What follows belongs to an exercise in optimizing a design on an open flow for small area; a production flow would make more cautious choices. In this exercise RTL edits were held to simulation tests only and were not proved equivalent to the original. Power figures rest on the tool's default switching activity, not on a simulated workload.

File: flow/config.mk
export PLATFORM = sky130hd
export DESIGN_NAME = sudoku_game
export DESIGN_NICKNAME = sudoku_game
export VERILOG_FILES = /design/flow/design.v
export SDC_FILE = /design/flow/constraint.sdc
export NUM_CORES = 4
export LEC_CHECK = 0
export CAP_MARGIN = 0
export CORE_MARGIN = 2
export CORE_UTILIZATION = 70
export GPL_TIMING_DRIVEN = 0
export SLEW_MARGIN = 0
export SYNTH_HIERARCHICAL = 1
export SYNTH_MINIMUM_KEEP_SIZE = 0
File: flow/constraint.sdc
create_clock -name core_clock -period 10.0 [get_ports {CLOCK_50}]
set_input_delay 2.0000 -clock core_clock [delete_from_list [all_inputs] [get_ports {CLOCK_50}]]
set_output_delay 2.0000 -clock core_clock [all_outputs]
set_load 0.01 [all_outputs]
File: flow/design.v
localparam int GRID_N = 9;
localparam int DIGIT_W = 4;
localparam int POS_W = 4;
localparam logic [POS_W-1:0] CURSOR_HOME = 4'd4;
localparam logic [GRID_N*GRID_N*DIGIT_W-1:0] PUZZLE = {
	36'h900020401,
	36'h005090020,
	36'h040100097,
	36'h500001000,
	36'h000000002,
	36'h400570309,
	36'h053002180,
	36'h000000000,
	36'h002800003
};
localparam logic [GRID_N*GRID_N*DIGIT_W-1:0] SOLUTION = {
	36'h987625431,
	36'h315497628,
	36'h246138597,
	36'h539281746,
	36'h671349852,
	36'h428576319,
	36'h753962184,
	36'h894713265,
	36'h162854973
};
localparam int K_UP = 8;
localparam int K_DOWN = 7;
localparam int K_LEFT = 6;
localparam int K_RIGHT = 5;
localparam int K_ERASE = 4;
function automatic logic [3:0] puzzle_at(input int r, input int c);
	puzzle_at = PUZZLE[(GRID_N*GRID_N-1-(r*GRID_N+c))*DIGIT_W +: DIGIT_W];
endfunction
function automatic logic [3:0] answer_at(input int r, input int c);
	answer_at = SOLUTION[(GRID_N*GRID_N-1-(r*GRID_N+c))*DIGIT_W +: DIGIT_W];
endfunction
`timescale 1ns/1ps
module cursor_control (
	input logic CLOCK_50,
	input logic resetn,
	input logic [8:0] keys_i,
	input logic solved_i,
	output logic wr_o,               
	output logic [3:0] dig_o,
	output logic [8:0] lrow_hit_o,   
	output logic [8:0] lcol_hit_o,
	output logic [6:0] hex_row_o,
	output logic [6:0] hex_col_o
);
localparam int GRID_N = 9;
localparam int DIGIT_W = 4;
localparam int POS_W = 4;
localparam logic [POS_W-1:0] CURSOR_HOME = 4'd4;
localparam logic [GRID_N*GRID_N*DIGIT_W-1:0] PUZZLE = {
	36'h900020401,
	36'h005090020,
	36'h040100097,
	36'h500001000,
	36'h000000002,
	36'h400570309,
	36'h053002180,
	36'h000000000,
	36'h002800003
};
localparam logic [GRID_N*GRID_N*DIGIT_W-1:0] SOLUTION = {
	36'h987625431,
	36'h315497628,
	36'h246138597,
	36'h539281746,
	36'h671349852,
	36'h428576319,
	36'h753962184,
	36'h894713265,
	36'h162854973
};
localparam int K_UP = 8;
localparam int K_DOWN = 7;
localparam int K_LEFT = 6;
localparam int K_RIGHT = 5;
localparam int K_ERASE = 4;
function automatic logic [3:0] puzzle_at(input int r, input int c);
	puzzle_at = PUZZLE[(GRID_N*GRID_N-1-(r*GRID_N+c))*DIGIT_W +: DIGIT_W];
endfunction
function automatic logic [3:0] answer_at(input int r, input int c);
	answer_at = SOLUTION[(GRID_N*GRID_N-1-(r*GRID_N+c))*DIGIT_W +: DIGIT_W];
endfunction
	localparam logic [2:0] ACT_NONE = 3'b000;
	localparam logic [2:0] ACT_DIGIT = 3'b001;
	localparam logic [2:0] ACT_ERASE = 3'b010;
	localparam logic [2:0] ACT_WRITE = 3'b011;   
	localparam logic [2:0] ACT_UP = 3'b100;
	localparam logic [2:0] ACT_DOWN = 3'b101;
	localparam logic [2:0] ACT_LEFT = 3'b110;
	localparam logic [2:0] ACT_RIGHT = 3'b111;
	function automatic logic [6:0] seg7(input logic [3:0] v);
		logic b0, b1, b2;
		b0 = v[0];
		b1 = v[1];
		b2 = v[2];
		seg7[0] = (~b2 & ~b1 & b0) | (b2 & ~b1 & ~b0);
		seg7[1] = b2 & (b1 ^ b0);
		seg7[2] = ~b2 & b1 & ~b0;
		seg7[3] = (~b2 & ~b1 & b0) | (b2 & ~b1 & ~b0) | (b2 & b1 & b0);
		seg7[4] = b0 | (b2 & ~b1);
		seg7[5] = (~b2 & (b1 | b0)) | (b2 & b1 & b0);
		seg7[6] = (~v[3] & ~b2 & ~b1 & ~b0) | (~b2 & ~b1 & b0) | (b2 & b1 & b0);
	endfunction
	function automatic logic [3:0] inc9(input logic [3:0] v);
		inc9 = {v[2] & v[1] & v[0], v[2] ^ (v[1] & v[0]), v[1] ^ v[0], ~v[0]};
	endfunction
	function automatic logic [3:0] dec9(input logic [3:0] v);
		dec9 = {1'b0, v[2] ^ (~v[1] & ~v[0]), v[1] ^ ~v[0], ~v[0]};
	endfunction
	logic knz_q;
	logic press;
	logic [2:0] kind_d;
	logic [2:0] k1_q;
	logic [2:0] act_q;
	logic [3:0] kdig_q;
	assign press = (keys_i != '0) && !knz_q;
	always_comb begin
		if (!press)
			kind_d = ACT_NONE;
		else if (keys_i[3:0] != '0)
			kind_d = ACT_DIGIT;
		else if (keys_i[K_ERASE])
			kind_d = ACT_ERASE;
		else if (keys_i[K_UP])
			kind_d = ACT_UP;
		else if (keys_i[K_DOWN])
			kind_d = ACT_DOWN;
		else if (keys_i[K_LEFT])
			kind_d = ACT_LEFT;
		else
			kind_d = ACT_RIGHT;
	end
	always_ff @(posedge CLOCK_50 or negedge resetn) begin
		if (!resetn) begin
			knz_q <= 1'b0;
			k1_q <= ACT_NONE;
			act_q <= ACT_NONE;
		end else begin
			knz_q <= (keys_i != '0);
			k1_q <= kind_d;
			if (!act_q[2] && (act_q[1] ^ act_q[0]) && !solved_i)
				act_q <= ACT_WRITE;
			else
				act_q <= k1_q;
		end
	end
	always_ff @(posedge CLOCK_50) begin
		kdig_q <= keys_i[3:0];
		if (k1_q != ACT_NONE)
			dig_o <= kdig_q;
	end
	logic [3:0] row_q, col_q;
	logic [3:0] lrow_q, lcol_q;
	always_ff @(posedge CLOCK_50 or negedge resetn) begin
		if (!resetn) begin
			row_q <= CURSOR_HOME;
			col_q <= CURSOR_HOME;
		end else begin
			if (!solved_i && act_q[2]) begin
				case (act_q[1:0])
					2'b00: if (row_q != 4'd0) row_q <= dec9(row_q);
					2'b01: if (!row_q[3]) row_q <= inc9(row_q);
					2'b10: if (col_q != 4'd0) col_q <= dec9(col_q);
					default: if (!col_q[3]) col_q <= inc9(col_q);
				endcase
			end
		end
	end
	assign wr_o = (act_q == ACT_WRITE);
	always_ff @(posedge CLOCK_50) begin
		lrow_q <= row_q;
		lcol_q <= col_q;
	end
	assign hex_row_o = seg7(row_q);
	assign hex_col_o = seg7(col_q);
	always_comb begin
		lrow_hit_o[0] = (lrow_q == 4'd0);
		lcol_hit_o[0] = (lcol_q == 4'd0);
		for (int i = 1; i < 8; i++) begin
			lrow_hit_o[i] = (lrow_q[2:0] == 3'(i));
			lcol_hit_o[i] = (lcol_q[2:0] == 3'(i));
		end
		lrow_hit_o[8] = lrow_q[3];
		lcol_hit_o[8] = lcol_q[3];
	end
endmodule
`timescale 1ns/1ps
module sudoku_row #(
	parameter int ROW_INDEX = 0
) (
	input logic CLOCK_50,
	input logic wrow_n_i,           
	input logic [8:0] wcol_n_i,     
	input logic [3:0] wdata_i,
	input logic [8:0] col_hit_i,    
	output logic [3:0] pick_o,      
	output logic open_o             
);
localparam int GRID_N = 9;
localparam int DIGIT_W = 4;
localparam int POS_W = 4;
localparam logic [POS_W-1:0] CURSOR_HOME = 4'd4;
localparam logic [GRID_N*GRID_N*DIGIT_W-1:0] PUZZLE = {
	36'h900020401,
	36'h005090020,
	36'h040100097,
	36'h500001000,
	36'h000000002,
	36'h400570309,
	36'h053002180,
	36'h000000000,
	36'h002800003
};
localparam logic [GRID_N*GRID_N*DIGIT_W-1:0] SOLUTION = {
	36'h987625431,
	36'h315497628,
	36'h246138597,
	36'h539281746,
	36'h671349852,
	36'h428576319,
	36'h753962184,
	36'h894713265,
	36'h162854973
};
localparam int K_UP = 8;
localparam int K_DOWN = 7;
localparam int K_LEFT = 6;
localparam int K_RIGHT = 5;
localparam int K_ERASE = 4;
function automatic logic [3:0] puzzle_at(input int r, input int c);
	puzzle_at = PUZZLE[(GRID_N*GRID_N-1-(r*GRID_N+c))*DIGIT_W +: DIGIT_W];
endfunction
function automatic logic [3:0] answer_at(input int r, input int c);
	answer_at = SOLUTION[(GRID_N*GRID_N-1-(r*GRID_N+c))*DIGIT_W +: DIGIT_W];
endfunction
	logic [GRID_N-1:0][3:0] cells;
	logic [GRID_N-1:0] open_col;
	for (genvar c = 0; c < GRID_N; c++) begin : g_c
		if (puzzle_at(ROW_INDEX, c) != 4'd0) begin : g_given
			assign cells[c] = puzzle_at(ROW_INDEX, c);
			assign open_col[c] = 1'b0;
		end else begin : g_open
			logic [3:0] q;
			always_ff @(posedge CLOCK_50) begin
				if (!(wrow_n_i | wcol_n_i[c]))
					q <= wdata_i;
			end
			assign cells[c] = q;
			assign open_col[c] = 1'b1;
		end
	end
	always_comb begin
		pick_o = '0;
		for (int c = 0; c < GRID_N; c++)
			pick_o = pick_o | (cells[c] & {4{col_hit_i[c]}});
	end
	assign open_o = |(open_col & col_hit_i);
endmodule
`timescale 1ns/1ps
module board_status (
	input logic CLOCK_50,
	input logic resetn,
	input logic fresh_i,
	input logic [8:0][3:0] row_pick_i,
	input logic [8:0] row_open_i,
	input logic [8:0] row_hit_i,
	input logic [8:0] col_hit_i,
	input logic wr_i,
	input logic [3:0] dig_i,
	output logic [3:0] sel_raw_o,
	output logic solved_o,
	output logic [3:0] cell_digit_o,
	output logic cell_wrong_o
);
localparam int GRID_N = 9;
localparam int DIGIT_W = 4;
localparam int POS_W = 4;
localparam logic [POS_W-1:0] CURSOR_HOME = 4'd4;
localparam logic [GRID_N*GRID_N*DIGIT_W-1:0] PUZZLE = {
	36'h900020401,
	36'h005090020,
	36'h040100097,
	36'h500001000,
	36'h000000002,
	36'h400570309,
	36'h053002180,
	36'h000000000,
	36'h002800003
};
localparam logic [GRID_N*GRID_N*DIGIT_W-1:0] SOLUTION = {
	36'h987625431,
	36'h315497628,
	36'h246138597,
	36'h539281746,
	36'h671349852,
	36'h428576319,
	36'h753962184,
	36'h894713265,
	36'h162854973
};
localparam int K_UP = 8;
localparam int K_DOWN = 7;
localparam int K_LEFT = 6;
localparam int K_RIGHT = 5;
localparam int K_ERASE = 4;
function automatic logic [3:0] puzzle_at(input int r, input int c);
	puzzle_at = PUZZLE[(GRID_N*GRID_N-1-(r*GRID_N+c))*DIGIT_W +: DIGIT_W];
endfunction
function automatic logic [3:0] answer_at(input int r, input int c);
	answer_at = SOLUTION[(GRID_N*GRID_N-1-(r*GRID_N+c))*DIGIT_W +: DIGIT_W];
endfunction
	logic [3:0] sel, ans;
	logic open_cell;
	logic [GRID_N-1:0][3:0] ans_pick;
	always_comb begin
		sel_raw_o = '0;
		ans = '0;
		open_cell = 1'b0;
		for (int r = 0; r < GRID_N; r++) begin
			ans_pick[r] = '0;
			for (int c = 0; c < GRID_N; c++)
				if (puzzle_at(r, c) == 4'd0)
					ans_pick[r] = ans_pick[r] | (answer_at(r, c) & {4{col_hit_i[c]}});
			sel_raw_o = sel_raw_o | (row_pick_i[r] & {4{row_hit_i[r]}});
			ans = ans | (ans_pick[r] & {4{row_hit_i[r]}});
			open_cell = open_cell | (row_open_i[r] & row_hit_i[r]);
		end
	end
	assign sel = fresh_i ? 4'd0 : sel_raw_o;
	logic [5:0] wrong_n;
	logic fix, unfix;
	assign fix = wr_i && (dig_i != 4'd0) && (sel_raw_o == 4'd0) && (dig_i == ans);
	assign unfix = wr_i && (dig_i == 4'd0) && open_cell && (sel_raw_o == ans);
	always_ff @(posedge CLOCK_50 or negedge resetn) begin
		if (!resetn) begin
			wrong_n <= 6'd54;
		end else if (fix) begin
			wrong_n <= wrong_n - 1'b1;
		end else if (unfix) begin
			wrong_n <= wrong_n + 1'b1;
		end
	end
	always_ff @(posedge CLOCK_50 or negedge resetn) begin
		if (!resetn) begin
			cell_digit_o <= '0;
			cell_wrong_o <= 1'b0;
			solved_o <= 1'b0;
		end else begin
			cell_digit_o <= sel;
			cell_wrong_o <= open_cell && (sel != 4'd0) && (sel != ans);
			if (wrong_n == 6'd0)
				solved_o <= 1'b1;
		end
	end
endmodule
`timescale 1ns/1ps
module sudoku_game (
	input logic CLOCK_50,
	input logic resetn,
	input logic [8:0] keys_i,
	output logic [6:0] hex_row_o,
	output logic [6:0] hex_col_o,
	output logic [3:0] cell_digit_o,
	output logic cell_wrong_o,
	output logic solved_o
);
	logic wr;
	logic [3:0] dig;
	logic [8:0] lrow_hit, lcol_hit;
	logic [8:0][3:0] row_pick;
	logic [8:0] row_open;
	logic [3:0] sel_raw;
	cursor_control cursor_control_i (
		.CLOCK_50 (CLOCK_50),
		.resetn (resetn),
		.keys_i (keys_i),
		.solved_i (solved_o),
		.wr_o (wr),
		.dig_o (dig),
		.lrow_hit_o (lrow_hit),
		.lcol_hit_o (lcol_hit),
		.hex_row_o (hex_row_o),
		.hex_col_o (hex_col_o)
	);
	logic fresh_q;
	always_ff @(posedge CLOCK_50 or negedge resetn) begin
		if (!resetn)
			fresh_q <= 1'b1;
		else
			fresh_q <= 1'b0;
	end
	logic wr_en;
	logic [8:0] wrow_n, wcol_n;
	logic [3:0] wdata;
	assign wr_en = wr && (dig == 4'd0 || sel_raw == 4'd0);
	assign wrow_n = ~({9{fresh_q}} | ({9{wr_en}} & lrow_hit));
	assign wcol_n = ~({9{fresh_q}} | lcol_hit);
	assign wdata = fresh_q ? 4'd0 : dig;
	for (genvar r = 0; r < 9; r++) begin : g_row
		sudoku_row #(
			.ROW_INDEX (r)
		) row_i (
			.CLOCK_50 (CLOCK_50),
			.wrow_n_i (wrow_n[r]),
			.wcol_n_i (wcol_n),
			.wdata_i (wdata),
			.col_hit_i (lcol_hit),
			.pick_o (row_pick[r]),
			.open_o (row_open[r])
		);
	end
	board_status board_status_i (
		.CLOCK_50 (CLOCK_50),
		.resetn (resetn),
		.fresh_i (fresh_q),
		.row_pick_i (row_pick),
		.row_open_i (row_open),
		.wr_i (wr),
		.dig_i (dig),
		.row_hit_i (lrow_hit),
		.col_hit_i (lcol_hit),
		.sel_raw_o (sel_raw),
		.solved_o (solved_o),
		.cell_digit_o (cell_digit_o),
		.cell_wrong_o (cell_wrong_o)
	);
endmodule
File: flow/flow/run.sh
#!/bin/bash
# Standard layout, with the smallest port buffers and a clock tree of
# small buffers in clusters of up to 10 flip-flops, without dummy loads.
set -e
export BUFFER_PORTS_ARGS="-buffer_cell sky130_fd_sc_hd__buf_1"
export CTS_ARGS="-sink_clustering_enable -repair_clock_nets -dont_use_dummy_load -buf_list sky130_fd_sc_hd__clkbuf_4 -sink_clustering_size 10 -sink_clustering_max_diameter 100"
bash standard.sh > standard.log 2>&1
File: flow/standard.sh
#!/bin/bash
# synth_recipe.tcl (not shown) runs the flow's synth.tcl, then flattens the netlist and writes it again
# the make line also repeats each setting of config.mk as NAME=value (left out here)
make -C /OpenROAD-flow-scripts/flow DESIGN_CONFIG=/design/flow/config.mk WORK_HOME=/design/flow/orfs CLKGATE_MAP_FILE= SYNTH_SCRIPT=/design/flow/synth_recipe.tcl "${@:-finish}"
==> results of run 1 <==
worst paths after layout:
| check | end | depth (start not counted) | slack, ns | from |
|---|---|---|---|---|
| max | board_status_i.wrong_n[5] | 16 | 4.71 | cursor_control_i.lcol_q[1] |
| min | cursor_control_i.lrow_q[2] | 0 | 0.42 | cursor_control_i.row_q[2] |
| max reg2reg | board_status_i.wrong_n[5] | 16 | 4.71 | cursor_control_i.lcol_q[1] |
| min reg2reg | cursor_control_i.lrow_q[2] | 0 | 0.42 | cursor_control_i.row_q[2] |
| max in group asynchronous | board_status_i.wrong_n[3] | 1 | 8.21 | resetn |
| min in group asynchronous | cursor_control_i.row_q[0] | 1 | 1.33 | resetn |
state kept, by name, indices dropped and copies added, names as in the netlist:
| register | flops |
|---|---|
| board_status_i.cell_digit_o | 4 |
| g_row.row_i.g_c.g_open.q | 216 |
| cursor_control_i.lrow_q | 4 |
| cursor_control_i.col_q | 4 |
| cursor_control_i.kdig_q | 4 |
| cursor_control_i.knz_q | 1 |
| cursor_control_i.lcol_q | 4 |
| board_status_i.solved_o | 1 |
| cursor_control_i.k1_q | 3 |
| cursor_control_i.row_q | 4 |
| board_status_i.cell_wrong_o | 1 |
| cursor_control_i.dig_o | 4 |
| board_status_i.wrong_n | 6 |
| fresh_q | 1 |
| cursor_control_i.act_q | 3 |
modules after synthesis, one instance, submodules excluded, excerpt:
module,cells inside,cell area [µm²]
sudoku_game,30,172.7
board_status,166,1404
cursor_control,142,1519
final cells by class:
type	instances	area share, %
multi-input cells	481	27.75
clock buffers	29	1.830
well taps	211	2.220
inverters	17	0.5365
diodes	1	0.02104
plain buffers	26	1.094
flip-flops and latches	260	63.53
repair buffers	47	3.019
logic make-up (layout without fill, tap and decap cells):
logic type | count (synthesis) | count (layout) | synth area share [%]
xor+xnor | 18 | 18 | 1.435
other cells | 1 | 2 | 0.03413
compound gates | 203 | 203 | 14.27
mux | 8 | 8 | 0.8426
simple gates | 236 | 236 | 11.11
buf+inv | 43 | 119 | 1.765
flops | 260 | 260 | 68.77
fa+ha+maj | 15 | 15 | 1.776
worst max-delay path: cells and delay by family, from the launching register on:
family,cells,cell delay [ns]
compound gates,7,2.35
simple gates,7,1.82
flops,1,0.48
fa+ha+maj,1,0.28
mux,1,0.26
synth_stat cells (5+ instances only):
cell,n,share of area [%]
a211oi_1,8,0.55
a21oi_1,33,1.5
a221oi_1,6,0.48
a222oi_1,25,2.3
a22o_1,7,0.56
a22oi_1,64,4.4
and3_1,7,0.40
and4_1,5,0.40
clkbuf_1,18,0.61
dfrtp_1,21,4.8
dfstp_2,7,1.7
dfxtp_1,12,2.2
edfxtp_1,220,60
ha_1,14,1.6
inv_1,17,0.58
mux2_2,6,0.61
nand2_1,21,0.72
nand2b_1,5,0.28
nand3_1,35,1.6
nand4_1,10,0.57
nor2_1,86,2.9
nor2b_1,8,0.46
nor3_1,10,0.46
nor3b_1,7,0.48
nor4_1,17,0.97
o21ai_0,18,0.82
o31ai_1,10,0.68
o41ai_1,6,0.48
or4_1,6,0.41
xnor2_1,12,0.96
xor2_1,6,0.48
routing by layer:
layer	track usage [%]	share of wire, %
met5	0	0
met1	45.76	39
met4	9.910	3.2
met2	50.06	48
met3	4.789	11
metrics by stage:
stage | utilization [%] | hold slack [ns]
floorplan | - | 0.3855
global placement | 74.48 | 0.3901
detailed placement | 76.51 | 0.3970
CTS | 77.93 | 0.4151
global route | 77.95 | 0.4196
finish | 77.95 | 0.4159
power by group through the flow:
stage | Sequential (mW) | Combinational [mW] | Clock (mW)
floorplan | 1.25 | 0.0324 | 0
global placement | 1.25 | 0.0532 | 0
detailed placement | 1.25 | 0.0587 | 0
CTS | 1.23 | 0.0589 | 0.440
global route | 1.23 | 0.0639 | 0.481
finish | 1.23 | 0.0597 | 0.433
==> run summary, run 1 <==
row count=45; total chip power=1.721 mW; fin. max-slew vios=0; Clock Path Buffers=3; fin crit share=between 50% and 60%; Tot GR Track Use=around a third; Area growth, synth to finish=8.244%; critical path capture point type=flip-flop; switch share=about a fifth; setup ws final=between 4 and 5 ns; Avg Inst Size Synth=around 14 µm²; Crit path required time=10.59 ns; Clk pwr share=25.1%; die height=129.3 µm; most common cell after layout, fill and taps aside=edfxtp_1; CTS tree=yes; layout cells sized above 1=11.40%; register area share after synthesis=68.77%; number of remaining DRC errors=0; EDFF count, synth=220; Fmax=0.1890 GHz; Initial Utilization=about 72%; yosys warns=18; H-tree Lvls=1; Critical-path top delay cell=a221oi_1; syn_nets=810; Slew @ Worst Pin=1.162 ns; worst vdd ir=137.1 µV; Filler Cells Inserted=roughly 900; IO Pins=31; startpoint type of the worst setup path=flip-flop; Inserted Clock Buffers=29; Int Pwr=1.362 mW; via count=about 7500; CP Cell Sequence=and3b_2 > a222oi_1 > nand3_1 > a222oi_1 > nand3_1 > a221oi_1 > and4_2 > and4_1 > ha_1 > a21o_1 > a21oi_1 > o21bai_1 > a21oi_1 > nand2b_1 > mux2_2 > nand3_1; most frequent cells in the layout=220 x edfxtp_1, 85 x nor2_1, 64 x a22oi_1, 35 x nand3_1, 33 x a21oi_1; DP Worst Slack=4.856 ns; Reg area=7556 µm²; Placer Congestion=~0.91; initial antenna violation count=1; #FFs+latches synth=260; routed wire length=25710 µm; 1st-pass router iterations=6; status=no timing/DRC/antenna violations; Area after DPL=11670 µm²; RSZ-0062 raised after global routing=false; Crit Path Category=reg2reg; Slew Limit Headroom=22.24%; first-pass GRT wire length=39510 µm; area of the multi-input gates=3301 µm²; predominant post-synthesis flop cell=edfxtp_1; Clock Sinks=260; Max stage delay on crit path=0.69 ns; CTS Hold Bufs=0; Die Area=16720 µm²; skew final=0.06390 ns; Final HPWL DP=about 17000 µm; post-route ant nets=0; die outline width=129.3 µm; 1st-iter DRT viols=932; clk latency of the worst-skew pair=0.68 ns; Most common cell on crit path=nand3_1; placed cell count=1042; crit-path max FO=42; Final Cell Area=11890 µm²; final-stage net count=888; Cells after Synth=784; Mapped Area=10990 µm²; combinational share of power=3.5%; Placeable Area=15260 µm²; Tmin final=5.290 ns; root buffer cell=clkbuf_4; leakage=4.117 nW; Resize count post-CTS=0; vias in the first global route=slightly above 7000; clock transition at the registers of the reported paths=~0.12 ns; IO buf count=30; Final Non-Filler Cells=1072; hold crit path type=reg2reg; Setup Buffers After CTS=0; Seq pwr share=around 71%; Yosys cell types=64; Via-to-Cell Ratio=7.032; Power Dens Cells=144.7 nW/µm²; DR WL/cell=23.98 µm; # setup viols final=0; FFs w/ async S/R, synth=10.77%; maxcap violations=0; TNS Setup=0 ns; Hold Vio Cnt, Final=0; Worst Path Arrival=5.88 ns; largest net degree at the start of global routing=43; total global routing overflow=0; Switch Pwr=around 0.36 mW
==> run 2, diff against run 1 <==
--- a/flow/config.mk
+++ b/flow/config.mk
@@ -7,7 +7,7 @@
 export LEC_CHECK = 0
 export CAP_MARGIN = 0
 export CORE_MARGIN = 2
-export CORE_UTILIZATION = 70
+export CORE_UTILIZATION = 55
 export GPL_TIMING_DRIVEN = 0
 export SLEW_MARGIN = 0
 export SYNTH_HIERARCHICAL = 1
==> run 2 against run 1 <==
Combinational power decreased by 0.7%. Critical endpoint unchanged. Wire length up 6.8%. Global-route usage fell by 5.6 points. Largest power group unchanged. Still clean on timing, DRC and antenna.
==> run summary, run 2 <==
status=no timing/DRC/antenna violations; Crit Path Category=reg2reg; Via-to-Cell Ratio=6.577 (-6.5%); Filler Cells Inserted=1570 (+71%); Crit path required time=10.61 ns (+0.02 ns); CP startpoint=cursor_control_i.lcol_q[1]; register area share after synthesis=68.77% (unchanged); CTS Hold Bufs=0 (unchanged); Die Area=21130 µm² (+26%); Largest regs=g_row.row_i.g_c.g_open.q (216), board_status_i.wrong_n (6); IO Pins=31 (unchanged); CTS tree=yes; HP Start=cursor_control_i.row_q[2]; Critical R2R Launch=cursor_control_i.lcol_q[1]; crit path capture=board_status_i.wrong_n[5]; first-pass GRT wire length=42530 µm (+7.6%); Slew @ Worst Pin=1.054 ns (-0.1084 ns); Setup Buffers After CTS=0 (unchanged); cell with the most instances after synthesis=edfxtp_1; Inserted Clock Buffers=29 (unchanged); post-synth top area share=60.12% (unchanged); Crit path depth=16 (unchanged); Placeable Area=19530 µm² (+28%); Fmax=0.1851 GHz (-2.1%); largest net degree at the start of global routing=44 (+2.3%); Clock Sinks=260 (unchanged); total global routing overflow=0 (unchanged); R2R setup slack=4.60 ns (-0.11 ns); Most common cell on crit path=nand3_1; most frequent cells in the layout=220 x edfxtp_1, 85 x nor2_1, 64 x a22oi_1, 35 x nand3_1, 33 x a21oi_1; yosys warns=18 (unchanged); CP Cell Sequence=and3b_2 > a222oi_1 > nand3_1 > a222oi_1 > nand3_1 > a221oi_1 > and4_2 > and4_1 > ha_1 > a21o_1 > a21oi_1 > o21bai_1 > a21oi_1 > nand2_1 > mux2_2 > nand3_1; WP buf/inv=0 (unchanged); delay-heaviest family, CP=compound AO/OA/AOI/OAI gates; Clock Path Buffers=3 (unchanged); number of remaining DRC errors=0 (unchanged); die height=145.3 µm (+12%); die outline width=145.3 µm (+12%); Synth area leader=edfxtp_1; Top reg by flops=g_row.row_i.g_c.g_open.q; Initial Utilization=56.27% (-16 points); DP Worst Slack=4.749 ns (-0.1067 ns); Yosys cell types=64 (unchanged); switch share=21.70% (+0.86 points); hold_ws=0.4147 ns (-0.001206 ns); met3 routed wirelength=2311 µm (-15%); routed wire length=27460 µm (+6.8%); max reg flops=216 (unchanged); Clk pwr share=26.0% (+0.9 points); hold crit path type=reg2reg; maxcap violations=0 (unchanged); Max stage delay on crit path=0.74 ns (+0.05 ns); post-route ant nets=0 (unchanged); critical path capture point type=flip-flop; initial antenna violation count=1 (unchanged); Tmin final=5.403 ns (+0.1132 ns); Hold Vio Cnt, Final=0 (unchanged); RSZ-0062 raised after global routing=false; combinational share of power=3.4% (about the same); Mapped Area=10990 µm² (unchanged); final-stage net count=889 (+0.11%); DRT met1 WL=11500 µm (+16%); layout cells sized above 1=11.50% (+0.10 points); routed wl met2=13110 µm (+7.0%); predominant post-synthesis flop cell=edfxtp_1; setup ws final=4.597 ns (-0.1132 ns); crit-path max FO=42 (unchanged); 1st-pass router iterations=8 (+2); TNS Setup=0 ns (unchanged); FFs w/ async S/R, synth=10.77% (unchanged); Final HPWL DP=17870 µm (+6.9%); fin crit share=54.03% (+1.1 points); Critical-path top delay cell=a221oi_1; Seq pwr share=70.6% (-0.8 points); r2r worst-path depth=16 (unchanged); Power Dens Cells=145.4 nW/µm² (+0.46%); FF-to-FF End=board_status_i.wrong_n[5]; DR WL/cell=24.35 µm (+1.5%); Cells after Synth=784 (unchanged); Resize count post-CTS=0 (unchanged); Placer Congestion=0.8609 (-5.2%); clock transition at the registers of the reported paths=0.11 ns (about the same); # setup viols final=0 (unchanged); Switch Pwr=0.3773 mW (+5.2%); syn_nets=810 (unchanged); Tot GR Track Use=25.86% (-5.6 points); Int Pwr=1.361 mW (about the same); clk latency of the worst-skew pair=0.71 ns (+0.03 ns); Avg Inst Size Synth=14.02 µm² (unchanged); H-tree Lvls=1 (unchanged); Area growth, synth to finish=8.859%; row count=51 (+13%); Worst Path Arrival=6.01 ns (+0.13 ns); leakage=4.115 nW (about the same); Post-synth top cells=220 x edfxtp_1, 86 x nor2_1, 64 x a22oi_1; startpoint type of the worst setup path=flip-flop; worst vdd ir=145.0 µV (+5.8%); IO buf count=30 (unchanged); root buffer cell=clkbuf_4; fin. max-slew vios=0 (unchanged); #FFs+latches synth=260 (unchanged); EDFF count, synth=220 (unchanged); largest cells by area after synthesis=edfxtp_1 60%, dfrtp_1 4.8%, a22oi_1 4.4%; skew final=0.06302 ns (-0.0008761 ns); Slew Limit Headroom=29.50% (+7.3 points); most common cell after layout, fill and taps aside=edfxtp_1; 1st-iter DRT viols=787 (-16%); via count=7419 (-1.6%); vias in the first global route=7392 (+4.0%); DR top layer=met4
==> run 2: cell count changes in the layout (fill, tap and decap cells not counted), sizes merged <==
cell and delta:
buf +1, diode +1
==> run 2: how the worst min path moves through the flow <==
stage / to / slack (ns) / cells past startpoint
after global placement: cursor_control_i.dig_o[1] / 0.39 / 0
final: cursor_control_i.lrow_q[2] / 0.41 / 0
after detailed placement: cursor_control_i.dig_o[3] / 0.39 / 0
after floorplan: cursor_control_i.dig_o[0] / 0.39 / 0
after global routing: cursor_control_i.lrow_q[2] / 0.43 / 0
after CTS: cursor_control_i.lrow_q[2] / 0.42 / 0
==> run 2: power by group through the flow <==
stage	Combinational, mW	Sequential [mW]	Clock (mW)
2_1_floorplan	0.0324	1.25	0
3_3_place_gp	0.0554	1.25	0
3_5_place_dp	0.0593	1.25	0
4_1_cts	0.0594	1.23	0.459
5_1_grt	0.0648	1.23	0.502
6_report	0.0593	1.23	0.452
==> run 2: cell type report <==
class / count / area, µm² / area share, %
antenna: 2 / 5.005 / 0.04184
clock buffer: 29 / 217.7 / 1.820
buffer: 26 / 130.1 / 1.088
timing repair buffer: 48 / 356.6 / 2.981
tap: 265 / 331.6 / 2.772
sequential: 260 / 7556 / 63.17
inverter: 17 / 63.81 / 0.5335
multi-input combinational: 481 / 3301 / 27.59
==> run 2: cell families (layout without fill, tap and decap cells) <==
| logic type | count (synthesis) | in the layout | synth area share [%] |
|---|---|---|---|
| AO/OA/AOI/OAI | 203 | 203 | 14.27 |
| XOR/XNOR | 18 | 18 | 1.435 |
| adder cells (fa/ha/maj) | 15 | 15 | 1.776 |
| buffers and inverters | 43 | 120 | 1.765 |
| flip-flops | 260 | 260 | 68.77 |
| multiplexers | 8 | 8 | 0.8426 |
| other | 1 | 3 | 0.03413 |
| AND/OR/NAND/NOR | 236 | 236 | 11.11 |
==> run 2: Yosys stat by module (local to each module, per instance), a selection <==
module	flops+latches	cell area (µm²)
cursor_control	31	1519
board_status	12	1404
sudoku_game	1	172.7
==> run 2: metal layers <==
layer  vias up  track usage, %
li1       3314               -
met1      3696           36.79
met2       351           42.32
met3        58           4.389
met4         0           6.176
met5         -               0
==> run 2: per-stage QoR <==
| step | instance area, µm² | power [mW] | utilization [%] | std cells |
|---|---|---|---|---|
| 2_1_floorplan | 10990 | 1.281 | - | 784 |
| 3_3_place_gp | 11430 | 1.307 | 58.55 | 1079 |
| 3_5_place_dp | 11740 | 1.312 | 60.12 | 1097 |
| 4_1_cts | 11960 | 1.747 | 61.23 | 1126 |
| 5_1_grt | 11960 | 1.799 | 61.26 | 1128 |
| 6_report | 11960 | 1.739 | 61.26 | 1128 |
==> run 3, diff against run 2 <==
--- a/flow/design.v
+++ b/flow/design.v
@@ -316,18 +316,39 @@
 endfunction
 	logic [3:0] sel, ans;
 	logic open_cell;
-	logic [GRID_N-1:0][3:0] ans_pick;
+	logic [GRID_N*4-1:0] ans_pick;
+	logic any_hit;
+	function automatic logic open_bit_is(input int r, input int c, input int b, input logic v);
+		logic [3:0] a;
+		a = answer_at(r, c);
+		open_bit_is = (puzzle_at(r, c) == 4'd0) && (a[b] == v);
+	endfunction
+	function automatic logic use_ones(input int r, input int b);
+		int n1, n0;
+		n1 = 0;
+		n0 = 0;
+		for (int c = 0; c < GRID_N; c++) begin
+			if (open_bit_is(r, c, b, 1'b1))
+				n1 = n1 + 1;
+			if (open_bit_is(r, c, b, 1'b0))
+				n0 = n0 + 1;
+		end
+		use_ones = (n1 <= n0);
+	endfunction
 	always_comb begin
 		sel_raw_o = '0;
 		ans = '0;
 		open_cell = 1'b0;
 		for (int r = 0; r < GRID_N; r++) begin
-			ans_pick[r] = '0;
-			for (int c = 0; c < GRID_N; c++)
-				if (puzzle_at(r, c) == 4'd0)
-					ans_pick[r] = ans_pick[r] | (answer_at(r, c) & {4{col_hit_i[c]}});
+			for (int b = 0; b < 4; b++) begin
+				any_hit = 1'b0;
+				for (int c = 0; c < GRID_N; c++)
+					if (open_bit_is(r, c, b, use_ones(r, b)))
+						any_hit = any_hit | col_hit_i[c];
+				ans_pick[r*4+b] = use_ones(r, b) ? any_hit : !any_hit;
+			end
 			sel_raw_o = sel_raw_o | (row_pick_i[r] & {4{row_hit_i[r]}});
-			ans = ans | (ans_pick[r] & {4{row_hit_i[r]}});
+			ans = ans | (ans_pick[r*4 +: 4] & {4{row_hit_i[r]}});
 			open_cell = open_cell | (row_open_i[r] & row_hit_i[r]);
 		end
 	end
==> flow/flow/run.sh (replaced) <==
#!/bin/bash
# Standard layout, with the smallest port buffers and a clock tree of
# mid-size buffers in clusters of up to 15 flip-flops, without dummy loads.
set -e
export BUFFER_PORTS_ARGS="-buffer_cell sky130_fd_sc_hd__buf_1"
export CTS_ARGS="-sink_clustering_enable -repair_clock_nets -dont_use_dummy_load -buf_list sky130_fd_sc_hd__clkbuf_8 -sink_clustering_size 15 -sink_clustering_max_diameter 150"
bash standard.sh > standard.log 2>&1
==> run 3 against run 2 <==
Still clean. Final cell count down 1.4%. Wire length up 1.2%. Fmax up 2.2%. Die area down 0.42%. Largest power group unchanged.
==> run summary, run 3 <==
status=no timing/DRC/antenna violations; vias in the first global route=7345 (-0.64%); Cells after Synth=776 (-1.0%); Crit path required time=10.46 ns (-0.15 ns); Worst Path Arrival=5.75 ns (-0.26 ns); Synth area leader=edfxtp_1; layout cells sized above 1=11.10% (-0.40 points); 1st-iter DRT viols=968 (+23%); setup ws final=4.711 ns (+0.1147 ns); Largest regs=g_row.row_i.g_c.g_open.q (216), board_status_i.wrong_n (6); #FFs+latches synth=260 (unchanged); post-synth top area share=60.38% (+0.26 points); initial antenna violation count=0 (-1); FFs w/ async S/R, synth=10.77% (unchanged); Power Dens Cells=149.0 nW/µm² (+2.5%); yosys warns=18 (unchanged); Crit Path Category=reg2reg; maxcap violations=0 (unchanged); Area growth, synth to finish=9.995%; Setup Buffers After CTS=0 (unchanged); Initial Utilization=56.21% (-0.060 points); Filler Cells Inserted=1516 (-3.4%); register area share after synthesis=69.06% (+0.30 points); Slew Limit Headroom=22.04% (-7.5 points); CTS tree=yes; die height=145.0 µm (-0.21%); Tmin final=5.289 ns (-0.1147 ns); first-pass GRT wire length=42640 µm (+0.24%); CTS Hold Bufs=0 (unchanged); Post-synth top cells=220 x edfxtp_1, 87 x nor2_1, 64 x a22oi_1; Yosys cell types=69 (+7.8%); post-route ant nets=0 (unchanged); cell with the most instances after synthesis=edfxtp_1; ant diodes=0 (-2); largest cells by area after synthesis=edfxtp_1 60%, dfrtp_1 4.8%, a22oi_1 4.4%; clk latency of the worst-skew pair=0.55 ns (-0.16 ns); total global routing overflow=0 (unchanged); hold_ws=0.3630 ns (-0.05168 ns); Clock Path Buffers=3 (unchanged); row count=51 (unchanged); H-tree Lvls=1 (unchanged); # setup viols final=0 (unchanged); IO buf count=30 (unchanged); startpoint type of the worst setup path=flip-flop; root buffer cell=clkbuf_8; Placer Congestion=0.8539 (-0.81%); Resize count post-CTS=0 (unchanged); Mapped Area=10940 µm² (-0.43%); predominant post-synthesis flop cell=edfxtp_1; Hold Vio Cnt, Final=0 (unchanged); die outline width=145.0 µm (-0.21%); number of remaining DRC errors=0 (unchanged); Avg Inst Size Synth=14.10 µm² (+0.59%); clock transition at the registers of the reported paths=0.09 ns (-0.02 ns); Tot GR Track Use=26.28% (+0.42 points); Clock Sinks=260 (unchanged); largest net degree at the start of global routing=45 (+2.3%); max reg flops=216 (unchanged); crit-path max FO=39 (-7.1%); IO Pins=31 (unchanged); EDFF count, synth=220 (unchanged); Top reg by flops=g_row.row_i.g_c.g_open.q; critical path capture point type=flip-flop; 1st-pass router iterations=8 (unchanged); most common cell after layout, fill and taps aside=edfxtp_1; Die Area=21040 µm² (-0.42%); most frequent cells in the layout=220 x edfxtp_1, 86 x nor2_1, 64 x a22oi_1, 35 x a21oi_1, 34 x nand3_1; fin. max-slew vios=0 (unchanged); fin crit share=52.89% (-1.1 points); DP Worst Slack=4.780 ns (+0.03121 ns); RSZ-0062 raised after global routing=false; final-stage net count=875 (-1.6%); Inserted Clock Buffers=21 (-28%); routed wire length=27790 µm (+1.2%); leakage=4.162 nW (+1.1%); skew final=0.04137 ns (-0.02165 ns); Slew @ Worst Pin=1.165 ns (+0.1115 ns); Via-to-Cell Ratio=6.568 (-0.13%); Fmax=0.1891 GHz (+2.2%); DR WL/cell=24.99 µm (+2.6%); via count=7304 (-1.6%); hold crit path type=reg2reg; Placeable Area=19460 µm² (-0.33%); worst vdd ir=104.1 µV (-28%); syn_nets=802 (-0.99%); Final HPWL DP=18400 µm (+3.0%)
[run 3: changes by cell type after synthesis, moves of 4 or more]
cell,before,now
and3_1,7,2
xnor2_1,12,16
and4_1,5,0
mux2_2,6,1
o31ai_1,10,6
clkbuf_1,18,14
[run 3: cell type report]
cell class,instances,area (µm²),area share (%)
flip-flops and latches,260,7556,62.79
multi-input cells,472,3246,26.97
repair buffers,50,410.4,3.410
well taps,265,331.6,2.755
clock buffers,21,289.0,2.402
plain buffers,22,118.9,0.9877
inverters,22,82.58,0.6862
[run 3: path summary, 6_finish.rpt]
kind / startpoint / endpoint / slack, ns / cells past startpoint
max: cursor_control_i.lcol_q[1] / board_status_i.wrong_n[5] / 4.71 / 16
min: cursor_control_i.row_q[2] / cursor_control_i.lrow_q[2] / 0.36 / 0
max reg2reg: cursor_control_i.lcol_q[1] / board_status_i.wrong_n[5] / 4.71 / 16
min reg2reg: cursor_control_i.row_q[2] / cursor_control_i.lrow_q[2] / 0.36 / 0
max in group asynchronous: resetn / cursor_control_i.act_q[2] / 8.07 / 1
min in group asynchronous: resetn / cursor_control_i.act_q[0] / 1.48 / 1
[run 3: kinds of logic (layout without fill, tap and decap cells)]
logic type / Yosys count / count (layout) / share of synthesized area [%]
buf+inv: 44 / 115 / 1.841
other cells: 1 / 1 / 0.03428
flops: 260 / 260 / 69.06
xor+xnor: 20 / 20 / 1.601
simple gates: 227 / 227 / 10.68
fa+ha+maj: 15 / 15 / 1.784
compound gates: 200 / 200 / 13.98
mux: 9 / 9 / 1.018
[run 3: layer usage]
metal  up-vias  global-route usage (%)  part of all wire [%]
met5         -                       0                     0
met4         0                   7.723                   2.5
met3        54                   4.465                   9.2
met2       347                   44.07                    49
met1      3664                   35.66                    40
li1       3239                       -                     -
[run 3: per-module statistics from Yosys (local to each module, per instance), excerpt]
module	flip-flops and latches	cell area, µm²	times used	cells
board_status	12	1356	1	158
sudoku_game	1	172.7	1	30
cursor_control	31	1519	1	142
[run 3: stage by stage]
step,TNS (ns),instances,util (%),cell area [µm²],total power [mW]
floorplan,0,776,-,10940,1.281
global placement,-5.795,1071,58.50,11380,1.307
detailed placement,0,1091,60.35,11750,1.313
CTS,0,1112,61.83,12030,1.804
global route,0,1112,61.83,12030,1.849
finish,0,1112,61.83,12030,1.793
[run 3: power breakdown]
group	internal, mW	switching [mW]	total [mW]
registers	1.22	0.0116	1.23
logic	0.0128	0.0481	0.0609
clock network	0.188	0.316	0.504
total	1.42	0.376	1.79
[run 3: critical path, stage by stage (launching register included)]
cell and delay, ns:
dfxtp_1 0.48, and3b_2 0.58, a222oi_1 0.46, nand3_1 0.25
a22o_1 0.32, a221oi_1 0.46, nand3_1 0.28, nor4_4 0.38
nand2_2 0.10, nor4b_4 0.48, ha_1 0.32, a21o_1 0.18
a21oi_1 0.24, o21bai_1 0.10, a21oi_1 0.19, mux2i_1 0.23
xnor2_1 0.13
==> run 4, diff against run 3 <==
==> flow/flow/run.sh (replaced) <==
#!/bin/bash
# Standard layout, with the smallest port buffers and a clock tree of
# small buffers in clusters of up to 8 flip-flops, without dummy loads.
set -e
export BUFFER_PORTS_ARGS="-buffer_cell sky130_fd_sc_hd__buf_1"
export CTS_ARGS="-sink_clustering_enable -repair_clock_nets -dont_use_dummy_load -buf_list sky130_fd_sc_hd__clkbuf_4 -sink_clustering_size 8 -sink_clustering_max_diameter 100"
bash standard.sh > standard.log 2>&1
==> run 4 against run 3 <==
Register-to-register slack hardly changed. Setup slack worse by 0.0044 ns. Clock skew rose by 0.010 ns. Power down 0.44%. Largest cell class unchanged. Area after synthesis stayed put. Core utilization about the same. Sequential power about the same. First-iteration DRC count down 4.1%. Largest power group unchanged. Critical path depth stayed put.
==> run summary, run 4 <==
Largest regs=g_row.row_i.g_c.g_open.q (216), board_status_i.wrong_n (6); IO buf count=30 (unchanged); hold crit path type=reg2reg; cell with the most instances after synthesis=edfxtp_1; EDFF count, synth=220 (unchanged); 1st-iter DRT viols=928 (-4.1%); Final HPWL DP=18400 µm (unchanged); H-tree Lvls=2 (+1); via count=7421 (+1.6%); DR WL/cell=24.68 µm (-1.2%); Crit path required time=10.54 ns (+0.08 ns); critical path capture point type=flip-flop; Crit Path Category=reg2reg; maxcap violations=0 (unchanged); yosys warns=18 (unchanged); routed wire length=27910 µm (+0.45%); Placeable Area=19460 µm² (unchanged); status=no timing/DRC/antenna violations; Worst Path Arrival=5.83 ns (+0.08 ns); RSZ-0062 raised after global routing=false; Yosys cell types=69 (unchanged); placed cell count=1091 (unchanged); initial antenna violation count=1 (+1); Placer Congestion=0.8539 (unchanged); Power Dens Cells=148.3 nW/µm² (-0.45%); die height=145.0 µm (unchanged); register area share after synthesis=69.06% (unchanged); Critical R2R Launch=cursor_control_i.lcol_q[1]; Via-to-Cell Ratio=6.561 (-0.10%); fin. max-slew vios=0 (unchanged); Die Area=21040 µm² (unchanged); Initial Utilization=56.21% (unchanged); hold path depth=0 (unchanged); most common cell after layout, fill and taps aside=edfxtp_1; Filler Cells Inserted=1517 (+0.066%); vias in the first global route=7505 (+2.2%); total global routing overflow=0 (unchanged); FFs w/ async S/R, synth=10.77% (unchanged); Mapped Area=10940 µm² (unchanged); Cells after Synth=776 (unchanged); Tmin final=5.293 ns (+0.004430 ns); most frequent cells in the layout=220 x edfxtp_1, 86 x nor2_1, 64 x a22oi_1, 38 x clkbuf_4, 35 x a21oi_1; root buffer cell=clkbuf_4; Final Non-Filler Cells=1131 (+1.7%); die outline width=145.0 µm (unchanged); Slew @ Worst Pin=1.219 ns (+0.05354 ns); startpoint type of the worst setup path=flip-flop; skew final=0.05166 ns (+0.01029 ns); CTS tree=yes; first-pass GRT wire length=43000 µm (+0.86%); row count=51 (unchanged); #FFs+latches synth=260 (unchanged); largest net degree at the start of global routing=45 (unchanged); Tot GR Track Use=26.68% (+0.40 points); Resize count post-CTS=0 (unchanged); layout cells sized above 1=12.85% (+1.7 points); Hold Vio Cnt, Final=0 (unchanged); leakage=4.186 nW (+0.57%); IO Pins=31 (unchanged); number of remaining DRC errors=0 (unchanged); hold_ws=0.3865 ns (+0.02346 ns); crit-path max FO=39 (unchanged); clock transition at the registers of the reported paths=0.09 ns (about the same); Inserted Clock Buffers=38 (+81%); predominant post-synthesis flop cell=edfxtp_1; Synth area leader=edfxtp_1; Clock Path Buffers=3 (unchanged); total chip power=1.785 mW (-0.44%); 1st-pass router iterations=6 (-2); max reg flops=216 (unchanged); clk latency of the worst-skew pair=0.64 ns (+0.09 ns); CTS Hold Bufs=0 (unchanged); final-stage net count=892 (+1.9%); Avg Inst Size Synth=14.10 µm² (unchanged); fin crit share=52.93% (about the same); post-route ant nets=0 (unchanged); CP startpoint=cursor_control_i.lcol_q[1]; Top reg by flops=g_row.row_i.g_c.g_open.q; syn_nets=802 (unchanged); HP Start=cursor_control_i.col_q[2]; Setup Buffers After CTS=0 (unchanged); Clock Sinks=260 (unchanged); largest cells by area after synthesis=edfxtp_1 60%, dfrtp_1 4.8%, a22oi_1 4.4%; Fmax=0.1889 GHz (about the same); Post-synth top cells=220 x edfxtp_1, 87 x nor2_1, 64 x a22oi_1; Slew Limit Headroom=18.46% (-3.6 points); # setup viols final=0 (unchanged); post-synth top area share=60.38% (unchanged); r2r worst-path depth=16 (unchanged); worst vdd ir=61.83 µV (-41%); Area growth, synth to finish=10.01% (about the same)
-- run 4: path summary, 6_finish.rpt --
kind,to,slack [ns]
setup / recovery,board_status_i.wrong_n[5],4.71
hold / removal,cursor_control_i.lcol_q[2],0.39
setup reg to reg,board_status_i.wrong_n[5],4.71
hold reg to reg,cursor_control_i.lcol_q[2],0.39
max in group asynchronous,cursor_control_i.col_q[3],8.14
min in group asynchronous,board_status_i.wrong_n[3],1.40
-- run 4: critical path, cell delays in order (launching register included) --
cell      delay [ns]
dfxtp_1         0.48
and3b_2         0.58
a222oi_1        0.46
nand3_1         0.24
a22o_1          0.31
a221oi_1        0.49
nand3_1         0.30
nor4_4          0.38
nand2_2         0.10
nor4b_4         0.48
ha_1            0.32
a21o_1          0.18
a21oi_1         0.25
o21bai_1        0.10
a21oi_1         0.19
mux2i_1         0.23
xnor2_1         0.13
-- run 4: metal layers --
layer  GRT usage (%)  up-vias  share of wire (%)
met3           5.252       76                9.6
met2           44.12      417                 48
met5               0        -                  0
met4           9.653        0                3.2
li1                -     3290                  -
met1           35.49     3638                 39
-- run 4: cell families (layout without fill, tap and decap cells) --
kind of cell,after synthesis,after routing,synth area share (%)
other cells,1,3,0.03428
xor+xnor,20,20,1.601
compound gates,200,200,13.98
fa+ha+maj,15,15,1.784
simple gates,227,227,10.68
mux,9,9,1.018
flops,260,260,69.06
buf+inv,44,132,1.841
-- run 4: metrics by stage --
stage	TNS (ns)	worst slack, ns	area [µm²]	utilization [%]
4_1_cts	0	4.764	12030	61.81
3_5_place_dp	0	4.780	11750	60.35
2_1_floorplan	0	3.470	10940	-
6_report	0	4.707	12040	61.84
3_3_place_gp	-5.795	-0.3799	11380	58.50
5_1_grt	0	4.394	12040	61.84
-- run 4: final cells by class --
| cell class | instances | area [µm²] | area share (%) |
|---|---|---|---|
| flip-flops and latches | 260 | 7556 | 62.78 |
| clock buffers | 38 | 285.3 | 2.370 |
| inverters | 22 | 82.58 | 0.6861 |
| multi-input cells | 472 | 3246 | 26.97 |
| well taps | 265 | 331.6 | 2.755 |
| plain buffers | 22 | 118.9 | 0.9876 |
| diodes | 2 | 5.005 | 0.04158 |
| repair buffers | 50 | 410.4 | 3.410 |
-- run 4: modules after synthesis, one instance, submodules excluded, excerpt --
module / flip-flops and latches / cell area, µm² / cells
sudoku_game: 1 / 172.7 / 30
board_status: 12 / 1356 / 158
cursor_control: 31 / 1519 / 142
-- run 4: where the power goes --
part           switching (mW)  internal [mW]  total (mW)
registers              0.0117           1.22        1.23
logic                  0.0482         0.0128      0.0610
clock network           0.321          0.176       0.496
==> run 5, diff against run 4 <==
--- a/flow/design.v
+++ b/flow/design.v
@@ -48,6 +48,42 @@
 	output logic [6:0] hex_row_o,
 	output logic [6:0] hex_col_o
 );
+	logic [2:0] act;
+	key_control key_control_i (
+		.CLOCK_50 (CLOCK_50),
+		.resetn (resetn),
+		.keys_i (keys_i),
+		.solved_i (solved_i),
+		.act_o (act),
+		.wr_o (wr_o),
+		.dig_o (dig_o)
+	);
+	cursor_axis row_axis_i (
+		.CLOCK_50 (CLOCK_50),
+		.resetn (resetn),
+		.move_i (act[2] && !act[1] && !solved_i),
+		.up_i (act[0]),
+		.late_hit_o (lrow_hit_o),
+		.hex_o (hex_row_o)
+	);
+	cursor_axis col_axis_i (
+		.CLOCK_50 (CLOCK_50),
+		.resetn (resetn),
+		.move_i (act[2] && act[1] && !solved_i),
+		.up_i (act[0]),
+		.late_hit_o (lcol_hit_o),
+		.hex_o (hex_col_o)
+	);
+endmodule
+module key_control (
+	input logic CLOCK_50,
+	input logic resetn,
+	input logic [8:0] keys_i,
+	input logic solved_i,
+	output logic [2:0] act_o,
+	output logic wr_o,
+	output logic [3:0] dig_o
+);
 localparam int GRID_N = 9;
 localparam int DIGIT_W = 4;
 localparam int POS_W = 4;
@@ -93,25 +129,6 @@
 	localparam logic [2:0] ACT_DOWN = 3'b101;
 	localparam logic [2:0] ACT_LEFT = 3'b110;
 	localparam logic [2:0] ACT_RIGHT = 3'b111;
-	function automatic logic [6:0] seg7(input logic [3:0] v);
-		logic b0, b1, b2;
-		b0 = v[0];
-		b1 = v[1];
-		b2 = v[2];
-		seg7[0] = (~b2 & ~b1 & b0) | (b2 & ~b1 & ~b0);
-		seg7[1] = b2 & (b1 ^ b0);
-		seg7[2] = ~b2 & b1 & ~b0;
-		seg7[3] = (~b2 & ~b1 & b0) | (b2 & ~b1 & ~b0) | (b2 & b1 & b0);
-		seg7[4] = b0 | (b2 & ~b1);
-		seg7[5] = (~b2 & (b1 | b0)) | (b2 & b1 & b0);
-		seg7[6] = (~v[3] & ~b2 & ~b1 & ~b0) | (~b2 & ~b1 & b0) | (b2 & b1 & b0);
-	endfunction
-	function automatic logic [3:0] inc9(input logic [3:0] v);
-		inc9 = {v[2] & v[1] & v[0], v[2] ^ (v[1] & v[0]), v[1] ^ v[0], ~v[0]};
-	endfunction
-	function automatic logic [3:0] dec9(input logic [3:0] v);
-		dec9 = {1'b0, v[2] ^ (~v[1] & ~v[0]), v[1] ^ ~v[0], ~v[0]};
-	endfunction
 	logic knz_q;
 	logic press;
 	logic [2:0] kind_d;
@@ -154,39 +171,96 @@
 		if (k1_q != ACT_NONE)
 			dig_o <= kdig_q;
 	end
-	logic [3:0] row_q, col_q;
-	logic [3:0] lrow_q, lcol_q;
+	assign act_o = act_q;
+	assign wr_o = (act_q == ACT_WRITE);
+endmodule
+module cursor_axis (
+	input logic CLOCK_50,
+	input logic resetn,
+	input logic move_i,
+	input logic up_i,
+	output logic [8:0] late_hit_o,
+	output logic [6:0] hex_o
+);
+localparam int GRID_N = 9;
+localparam int DIGIT_W = 4;
+localparam int POS_W = 4;
+localparam logic [POS_W-1:0] CURSOR_HOME = 4'd4;
+localparam logic [GRID_N*GRID_N*DIGIT_W-1:0] PUZZLE = {
+	36'h900020401,
+	36'h005090020,
+	36'h040100097,
+	36'h500001000,
+	36'h000000002,
+	36'h400570309,
+	36'h053002180,
+	36'h000000000,
+	36'h002800003
+};
+localparam logic [GRID_N*GRID_N*DIGIT_W-1:0] SOLUTION = {
+	36'h987625431,
+	36'h315497628,
+	36'h246138597,
+	36'h539281746,
+	36'h671349852,
+	36'h428576319,
+	36'h753962184,
+	36'h894713265,
+	36'h162854973
+};
+localparam int K_UP = 8;
+localparam int K_DOWN = 7;
+localparam int K_LEFT = 6;
+localparam int K_RIGHT = 5;
+localparam int K_ERASE = 4;
+function automatic logic [3:0] puzzle_at(input int r, input int c);
+	puzzle_at = PUZZLE[(GRID_N*GRID_N-1-(r*GRID_N+c))*DIGIT_W +: DIGIT_W];
+endfunction
+function automatic logic [3:0] answer_at(input int r, input int c);
+	answer_at = SOLUTION[(GRID_N*GRID_N-1-(r*GRID_N+c))*DIGIT_W +: DIGIT_W];
+endfunction
+	function automatic logic [6:0] seg7(input logic [3:0] v);
+		logic b0, b1, b2;
+		b0 = v[0];
+		b1 = v[1];
+		b2 = v[2];
+		seg7[0] = (~b2 & ~b1 & b0) | (b2 & ~b1 & ~b0);
+		seg7[1] = b2 & (b1 ^ b0);
+		seg7[2] = ~b2 & b1 & ~b0;
+		seg7[3] = (~b2 & ~b1 & b0) | (b2 & ~b1 & ~b0) | (b2 & b1 & b0);
+		seg7[4] = b0 | (b2 & ~b1);
+		seg7[5] = (~b2 & (b1 | b0)) | (b2 & b1 & b0);
+		seg7[6] = (~v[3] & ~b2 & ~b1 & ~b0) | (~b2 & ~b1 & b0) | (b2 & b1 & b0);
+	endfunction
+	function automatic logic [3:0] inc9(input logic [3:0] v);
+		inc9 = {v[2] & v[1] & v[0], v[2] ^ (v[1] & v[0]), v[1] ^ v[0], ~v[0]};
+	endfunction
+	function automatic logic [3:0] dec9(input logic [3:0] v);
+		dec9 = {1'b0, v[2] ^ (~v[1] & ~v[0]), v[1] ^ ~v[0], ~v[0]};
+	endfunction
+	logic [3:0] pos_q, late_q;
 	always_ff @(posedge CLOCK_50 or negedge resetn) begin
-		if (!resetn) begin
-			row_q <= CURSOR_HOME;
-			col_q <= CURSOR_HOME;
-		end else begin
-			if (!solved_i && act_q[2]) begin
-				case (act_q[1:0])
-					2'b00: if (row_q != 4'd0) row_q <= dec9(row_q);
-					2'b01: if (!row_q[3]) row_q <= inc9(row_q);
-					2'b10: if (col_q != 4'd0) col_q <= dec9(col_q);
-					default: if (!col_q[3]) col_q <= inc9(col_q);
-				endcase
+		if (!resetn)
+			pos_q <= CURSOR_HOME;
+		else if (move_i) begin
+			if (up_i) begin
+				if (!pos_q[3])
+					pos_q <= inc9(pos_q);
+			end else begin
+				if (pos_q != 4'd0)
+					pos_q <= dec9(pos_q);
 			end
 		end
 	end
-	assign wr_o = (act_q == ACT_WRITE);
 	always_ff @(posedge CLOCK_50) begin
-		lrow_q <= row_q;
-		lcol_q <= col_q;
+		late_q <= pos_q;
 	end
-	assign hex_row_o = seg7(row_q);
-	assign hex_col_o = seg7(col_q);
+	assign hex_o = seg7(pos_q);
 	always_comb begin
-		lrow_hit_o[0] = (lrow_q == 4'd0);
-		lcol_hit_o[0] = (lcol_q == 4'd0);
-		for (int i = 1; i < 8; i++) begin
-			lrow_hit_o[i] = (lrow_q[2:0] == 3'(i));
-			lcol_hit_o[i] = (lcol_q[2:0] == 3'(i));
-		end
-		lrow_hit_o[8] = lrow_q[3];
-		lcol_hit_o[8] = lcol_q[3];
+		late_hit_o[0] = (late_q == 4'd0);
+		for (int i = 1; i < 8; i++)
+			late_hit_o[i] = (late_q[2:0] == 3'(i));
+		late_hit_o[8] = late_q[3];
 	end
 endmodule
 `timescale 1ns/1ps
@@ -316,6 +390,85 @@
 endfunction
 	logic [3:0] sel, ans;
 	logic open_cell;
+	answer_rom answer_rom_i (
+		.row_hit_i (row_hit_i),
+		.col_hit_i (col_hit_i),
+		.ans_o (ans)
+	);
+	always_comb begin
+		sel_raw_o = '0;
+		open_cell = 1'b0;
+		for (int r = 0; r < GRID_N; r++) begin
+			sel_raw_o = sel_raw_o | (row_pick_i[r] & {4{row_hit_i[r]}});
+			open_cell = open_cell | (row_open_i[r] & row_hit_i[r]);
+		end
+	end
+	assign sel = fresh_i ? 4'd0 : sel_raw_o;
+	logic fix, unfix, none_wrong;
+	assign fix = wr_i && (dig_i != 4'd0) && (sel_raw_o == 4'd0) && (dig_i == ans);
+	assign unfix = wr_i && (dig_i == 4'd0) && open_cell && (sel_raw_o == ans);
+	wrong_count wrong_count_i (
+		.CLOCK_50 (CLOCK_50),
+		.resetn (resetn),
+		.fix_i (fix),
+		.unfix_i (unfix),
+		.none_o (none_wrong)
+	);
+	always_ff @(posedge CLOCK_50 or negedge resetn) begin
+		if (!resetn) begin
+			cell_digit_o <= '0;
+			cell_wrong_o <= 1'b0;
+			solved_o <= 1'b0;
+		end else begin
+			cell_digit_o <= sel;
+			cell_wrong_o <= open_cell && (sel != 4'd0) && (sel != ans);
+			if (none_wrong)
+				solved_o <= 1'b1;
+		end
+	end
+endmodule
+module answer_rom (
+	input logic [8:0] row_hit_i,
+	input logic [8:0] col_hit_i,
+	output logic [3:0] ans_o
+);
+localparam int GRID_N = 9;
+localparam int DIGIT_W = 4;
+localparam int POS_W = 4;
+localparam logic [POS_W-1:0] CURSOR_HOME = 4'd4;
+localparam logic [GRID_N*GRID_N*DIGIT_W-1:0] PUZZLE = {
+	36'h900020401,
+	36'h005090020,
+	36'h040100097,
+	36'h500001000,
+	36'h000000002,
+	36'h400570309,
+	36'h053002180,
+	36'h000000000,
+	36'h002800003
+};
+localparam logic [GRID_N*GRID_N*DIGIT_W-1:0] SOLUTION = {
+	36'h987625431,
+	36'h315497628,
+	36'h246138597,
+	36'h539281746,
+	36'h671349852,
+	36'h428576319,
+	36'h753962184,
+	36'h894713265,
+	36'h162854973
+};
+localparam int K_UP = 8;
+localparam int K_DOWN = 7;
+localparam int K_LEFT = 6;
+localparam int K_RIGHT = 5;
+localparam int K_ERASE = 4;
+function automatic logic [3:0] puzzle_at(input int r, input int c);
+	puzzle_at = PUZZLE[(GRID_N*GRID_N-1-(r*GRID_N+c))*DIGIT_W +: DIGIT_W];
+endfunction
+function automatic logic [3:0] answer_at(input int r, input int c);
+	answer_at = SOLUTION[(GRID_N*GRID_N-1-(r*GRID_N+c))*DIGIT_W +: DIGIT_W];
+endfunction
 	logic [GRID_N*4-1:0] ans_pick;
 	logic any_hit;
 	function automatic logic open_bit_is(input int r, input int c, input int b, input logic v);
@@ -336,9 +489,7 @@
 		use_ones = (n1 <= n0);
 	endfunction
 	always_comb begin
-		sel_raw_o = '0;
-		ans = '0;
-		open_cell = 1'b0;
+		ans_o = '0;
 		for (int r = 0; r < GRID_N; r++) begin
 			for (int b = 0; b < 4; b++) begin
 				any_hit = 1'b0;
@@ -347,37 +498,30 @@
 						any_hit = any_hit | col_hit_i[c];
 				ans_pick[r*4+b] = use_ones(r, b) ? any_hit : !any_hit;
 			end
-			sel_raw_o = sel_raw_o | (row_pick_i[r] & {4{row_hit_i[r]}});
-			ans = ans | (ans_pick[r*4 +: 4] & {4{row_hit_i[r]}});
-			open_cell = open_cell | (row_open_i[r] & row_hit_i[r]);
+			ans_o = ans_o | (ans_pick[r*4 +: 4] & {4{row_hit_i[r]}});
 		end
 	end
-	assign sel = fresh_i ? 4'd0 : sel_raw_o;
+endmodule
+module wrong_count (
+	input logic CLOCK_50,
+	input logic resetn,
+	input logic fix_i,
+	input logic unfix_i,
+	output logic none_o
+);
+	localparam logic [5:0] WRONG_START = 6'b001100;
+	localparam logic [5:0] WRONG_NONE = 6'b100000;
 	logic [5:0] wrong_n;
-	logic fix, unfix;
-	assign fix = wr_i && (dig_i != 4'd0) && (sel_raw_o == 4'd0) && (dig_i == ans);
-	assign unfix = wr_i && (dig_i == 4'd0) && open_cell && (sel_raw_o == ans);
 	always_ff @(posedge CLOCK_50 or negedge resetn) begin
 		if (!resetn) begin
-			wrong_n <= 6'd54;
-		end else if (fix) begin
-			wrong_n <= wrong_n - 1'b1;
-		end else if (unfix) begin
-			wrong_n <= wrong_n + 1'b1;
-		end
-	end
-	always_ff @(posedge CLOCK_50 or negedge resetn) begin
-		if (!resetn) begin
-			cell_digit_o <= '0;
-			cell_wrong_o <= 1'b0;
-			solved_o <= 1'b0;
-		end else begin
-			cell_digit_o <= sel;
-			cell_wrong_o <= open_cell && (sel != 4'd0) && (sel != ans);
-			if (wrong_n == 6'd0)
-				solved_o <= 1'b1;
+			wrong_n <= WRONG_START;
+		end else if (fix_i) begin
+			wrong_n <= {wrong_n[4:0], wrong_n[5] ^ wrong_n[4]};
+		end else if (unfix_i) begin
+			wrong_n <= {wrong_n[0] ^ wrong_n[5], wrong_n[5:1]};
 		end
 	end
+	assign none_o = (wrong_n == WRONG_NONE);
 endmodule
 `timescale 1ns/1ps
 module sudoku_game (
==> run 5 against run 4 <==
Wire length shrank 3.9%. Highest routed layer unchanged. Core utilization shrank 0.32 points. First-iteration DRC count grew 3.2%. Critical path type unchanged. Cell area shrank 1.2%. Non-clock buffer count shrank 5. Sequential share of layout area grew 0.72 points. Critical endpoint is now g_row[4].row_i.g_c[3].g_open.q[2]. Combinational power grew about 80%.
==> run summary, run 5 <==
status=no timing/DRC/antenna violations; EDFF count, synth=220 (unchanged); worst vdd ir=119.0 µV (+92%); fin. max-slew vios=0 (unchanged); syn_nets=779 (-2.9%); Worst Path Arrival=4.90 ns (-0.93 ns); DP Worst Slack=5.359 ns (+0.5783 ns); largest net degree at the start of global routing=46 (+2.2%); Setup Buffers After CTS=0 (unchanged); CTS tree=yes; Reg area=7553 µm² (about the same); Inserted Clock Buffers=38 (unchanged); clk latency of the worst-skew pair=0.64 ns (about the same); Placer Congestion=0.8253 (-3.3%); most frequent cells in the layout=220 x edfxtp_1, 79 x nor2_1, 63 x a22oi_1, 38 x clkbuf_4, 36 x a21oi_1; Final HPWL DP=17270 µm (-6.2%); Area growth, synth to finish=10.18%; #FFs+latches synth=260 (unchanged); die outline width=144.1 µm (-0.64%); total global routing overflow=0 (unchanged); fin crit share=46.68% (-6.3 points); Yosys cell types=67 (-2.9%); total chip power=1.851 mW (+3.7%); Avg Inst Size Synth=14.21 µm² (+0.76%); Placeable Area=19330 µm² (-0.66%); 1st-pass router iterations=6 (unchanged); CTS Hold Bufs=0 (unchanged); Via-to-Cell Ratio=6.544 (-0.27%); leakage=4.055 nW (-3.1%); Synth area leader=edfxtp_1; maxcap violations=0 (unchanged); startpoint type of the worst setup path=flip-flop; H-tree Lvls=2 (unchanged); final-stage net count=869 (-2.6%)
run 5: changes by cell type after synthesis, sizes merged, moves of 4 or more:
| cell | previous run | this run |
|---|---|---|
| clkbuf | 14 | 8 |
| nor4 | 19 | 12 |
| mux2 | 5 | 0 |
| ha | 14 | 8 |
| or4b | 0 | 4 |
| nor2 | 88 | 80 |
| nand4 | 8 | 14 |
| o21ai | 17 | 24 |
| xor2 | 4 | 0 |
| nand2b | 5 | 10 |
| o31ai | 6 | 1 |
| xnor2 | 16 | 9 |
run 5: cell families (layout without fill, tap and decap cells):
group	Yosys count	count (layout)	share of synthesized area, %
DFF	260	260	69.96
muxes	6	6	0.5563
other	1	2	0.03473
and+or+nand+nor	241	241	12.01
AOI/OAI and AO/OA	200	200	14.09
buffers and inverters	35	123	1.692
adders and majority gates	8	8	0.9271
xor gates and xnor gates	9	9	0.7301
run 5: metrics by stage:
stage | std cells | area, µm² | util [%] | hold WS [ns]
2_1_floorplan | 760 | 10800 | - | 0.3716
3_3_place_gp | 1055 | 11240 | 58.14 | 0.3873
3_5_place_dp | 1075 | 11600 | 60.01 | 0.3887
4_1_cts | 1113 | 11890 | 61.48 | 0.4126
5_1_grt | 1114 | 11900 | 61.52 | 0.4294
6_report | 1114 | 11900 | 61.52 | 0.4101
run 5: per-layer routing:
metal / wire [µm] / global-route usage, % / vias up
li1: - / - / 3260
met1: 11470 / 40.15 / 3590
met2: 12480 / 40.25 / 381
met3: 2229 / 4.040 / 59
met4: 659 / 9.185 / 0
met5: 0 / 0 / -
run 5: power breakdown:
group          internal, mW  switching, mW  total (mW)
clock                 0.176          0.321       0.496
combinational        0.0331         0.0771       0.110
sequential             1.22         0.0205        1.24
total                  1.43          0.418        1.85
run 5: critical path, cell delays in order (launching register included):
cell,delay [ns]
dfxtp_1,0.41
and3_2,0.58
a22o_1,0.34
a221oi_1,0.31
nand3_1,0.18
a222oi_1,0.71
and3_1,0.36
inv_1,0.06
nor4_1,0.26
o21a_1,0.18
buf_6,0.16
a21oi_1,0.08
clkbuf_1,0.24
nor2_1,0.42
run 5: per-module statistics from Yosys (local to each module, per instance), a selection:
module	cells inside	area, µm²
cursor_axis	52	491.7
sudoku_game	30	172.7
board_status	62	561.8
cursor_control	2	21.27
key_control	34	503.0
answer_rom	52	345.3
run 5: area by class of cell:
type | instances | area share, %
Clock buffer | 38 | 2.398
Timing Repair Buffer | 50 | 3.324
Antenna cell | 1 | 0.02104
Sequential cell | 260 | 63.50
Multi-Input combinational cell | 465 | 26.43
Buffer | 17 | 0.9677
Tap cell | 265 | 2.787
Inverter | 18 | 0.5680
run 5: worst paths after layout:
| path | from | end | slack, ns | depth (start not counted) |
|---|---|---|---|---|
| worst max-delay path | cursor_control_i.col_axis_i.late_q[2] | g_row[4].row_i.g_c[3].g_open.q[2] | 5.33 | 13 |
| worst min-delay path | cursor_control_i.col_axis_i.pos_q[0] | cursor_control_i.col_axis_i.late_q[0] | 0.41 | 0 |
| worst max register to register | cursor_control_i.col_axis_i.late_q[2] | g_row[4].row_i.g_c[3].g_open.q[2] | 5.33 | 13 |
| worst min register to register | cursor_control_i.col_axis_i.pos_q[0] | cursor_control_i.col_axis_i.late_q[0] | 0.41 | 0 |
| max in group asynchronous | resetn | cursor_control_i.col_axis_i.pos_q[1] | 8.15 | 1 |
| min in group asynchronous | resetn | cursor_control_i.key_control_i.k1_q[1] | 1.41 | 1 |

Setup slack of run 5, layout unchanged: 5.332 ns with ideal ports, 5.332 ns with driving cells assumed (clock clkbuf_16, inputs buf_2), 5.332 ns with port delays also shifted by the 0.649 ns mid clock arrival.
